This design comes from an exercise in tuning for small area on the open sky130 flow, not from production work.
Function was checked by simulation only, so behaviour that the tests miss may differ from the original.
No activity file was given, so power comes from the tool's default toggle rates.

Setup of before:
## reg_file
module reg_file #(
   parameter int                DATA_W  = 32,
   parameter int                ADDR_W  = 5,
   parameter int                BYPASS  = 1,
   parameter logic [DATA_W-1:0] SP_INIT = 32'h7FFF_EFFC,
   parameter logic [DATA_W-1:0] GP_INIT = 32'h1000_8000
) (
   input  logic              clk,
   input  logic              rst_n,
   input  logic [ADDR_W-1:0] rd_addr1,
   input  logic [ADDR_W-1:0] rd_addr2,
   output logic [DATA_W-1:0] rd_data1,
   output logic [DATA_W-1:0] rd_data2,
   input  logic              wr_en,
   input  logic [ADDR_W-1:0] wr_addr,
   input  logic [DATA_W-1:0] wr_data,
   input  logic [ADDR_W-1:0] dbg_addr,
   output logic [DATA_W-1:0] dbg_data
);
Size in the first run: about 3800 cells after synthesis, ~150 I/O pins, ~0.044 sq mm of cells after synthesis.
clock: 10.0 ns
lec_check: 0
cap_margin: 0
cell_pad_in_sites_detail_placement: 1
core_margin: 2
core_utilization: 30
place_density: 0.4
slew_margin: 0
synth_hierarchical: 1
cts_args: -sink_clustering_enable -repair_clock_nets -dont_use_dummy_load -sink_clustering_size 16 -sink_clustering_max_diameter 70 -buf_list sky130_fd_sc_hd__clkbuf_8 -root_buf sky130_fd_sc_hd__clkbuf_16
buffer_ports_args: -buffer_cell sky130_fd_sc_hd__buf_1
standard.sh (not shown) runs the stock make flow with config.mk's settings and CLKGATE_MAP_FILE= SYNTH_SCRIPT=/design/flow/synth_recipe.tcl, a recipe that flattens the netlist after the stock synthesis.
==> flow/flow/run.sh <==
#!/bin/bash
set -e
cat >> config.mk <<'EOC'
export CTS_ARGS = -sink_clustering_enable -repair_clock_nets -dont_use_dummy_load -sink_clustering_size 16 -sink_clustering_max_diameter 70 -buf_list sky130_fd_sc_hd__clkbuf_8 -root_buf sky130_fd_sc_hd__clkbuf_16
export BUFFER_PORTS_ARGS = -buffer_cell sky130_fd_sc_hd__buf_1
EOC
bash standard.sh > standard.log 2>&1
before reached the final stage; the timing, design-rule and antenna checks on its layout passed.
The following lists how after was set up differently from before:
Settings: PLACE_DENSITY changed from 0.4 to 0.58; CAP_MARGIN changed from 0 to 5; SLEW_MARGIN changed from 0 to 5; CORE_UTILIZATION changed from 30 to 40.
--- outcome ---
Going from before to after, relative area change from synthesis to final layout has decreased, via count has increased. after against before: multi-input logic portion of the cell area moved up, post-route cell area decreased about 2.6%, power dissipated in sequential cells down about 1%, worst hold slack comparable, cell count decreased by about 9% relative to the old numbers. before -> after: placer's final routability congestion estimate increased by a few percent. Against before as the reference, after delivers a lower wire length of the first global-routing pass.

---

run E:
Starting RTL as in the previous note.
==> flow/config.mk <==
export PLATFORM = sky130hd
export DESIGN_NAME = reg_file
export DESIGN_NICKNAME = reg_file
export VERILOG_FILES = /design/flow/design.v
export SDC_FILE = /design/flow/constraint.sdc
export NUM_CORES = 4
export LEC_CHECK = 0
export CAP_MARGIN = 0
export CELL_PAD_IN_SITES_DETAIL_PLACEMENT = 1
export CORE_MARGIN = 2
export CORE_UTILIZATION = 35
export PLACE_DENSITY = 0.5
export SLEW_MARGIN = 0
export SYNTH_HIERARCHICAL = 1
export CTS_ARGS = -sink_clustering_enable -repair_clock_nets -dont_use_dummy_load -sink_clustering_size 16 -sink_clustering_max_diameter 70 -buf_list sky130_fd_sc_hd__clkbuf_8 -root_buf sky130_fd_sc_hd__clkbuf_16
export BUFFER_PORTS_ARGS = -buffer_cell sky130_fd_sc_hd__buf_1
==> flow/constraint.sdc <==
create_clock -name core_clock -period 10.0 [get_ports {clk}]
set_input_delay 2.0000 -clock core_clock [delete_from_list [all_inputs] [get_ports {clk}]]
set_output_delay 2.0000 -clock core_clock [all_outputs]
set_load 0.01 [all_outputs]
Scripts as last shown in full above: flow/flow/run.sh
Inputs modified between run E and run D:
Settings: CORE_UTILIZATION changed from 35 to 40; PLACE_DENSITY changed from 0.5 to 0.58.
### Flow results
- Compare run E and run D | global-route wire length before repair lower: run D
- Re post-placement cell count: run E was higher than run D.
- Run E has a higher data arrival time of the critical path than run D.
- Higher number of antenna violations at the first check in global routing goes to run E over run D.
- Clock sink count: run E vs run D identical
- The total routing resource utilization after global routing number comes out higher for run D vs run E.
- Between run E and run D, the difference in number of sequential cells is negligible.
- Cell count: run D vs run E down 235

re-timing with driven ports:
Ports are ideal in the flow. The routed layouts listed here were re-timed in OpenROAD.
Step 1 assumes that a clkbuf_16 drives the clock port and a buf_2 every other input.
Step 2 also shifts input and output timing later by t, the mid clock arrival at the registers, as if the neighbouring blocks saw the same clock.
Slacks: ideal / step 1 / step 2; pairs: ideal / step 1.
run | t, ns | slack for setup (ns) | worst slew at a driven data input, ns | pins driven straight from the clock port
before | 0.769 | 1.687 / 1.664 / 1.664 | 0.07 | 1
after | 0.718 | 1.693 / 1.669 / 1.669 | 0.18 | 1
run E | 0.755 | 1.583 / 1.561 / 1.561 | 0.11 | 1
run D | 0.718 | 1.693 / 1.669 / 1.669 | 0.18 | 1
After both steps every run listed still meets setup and hold.
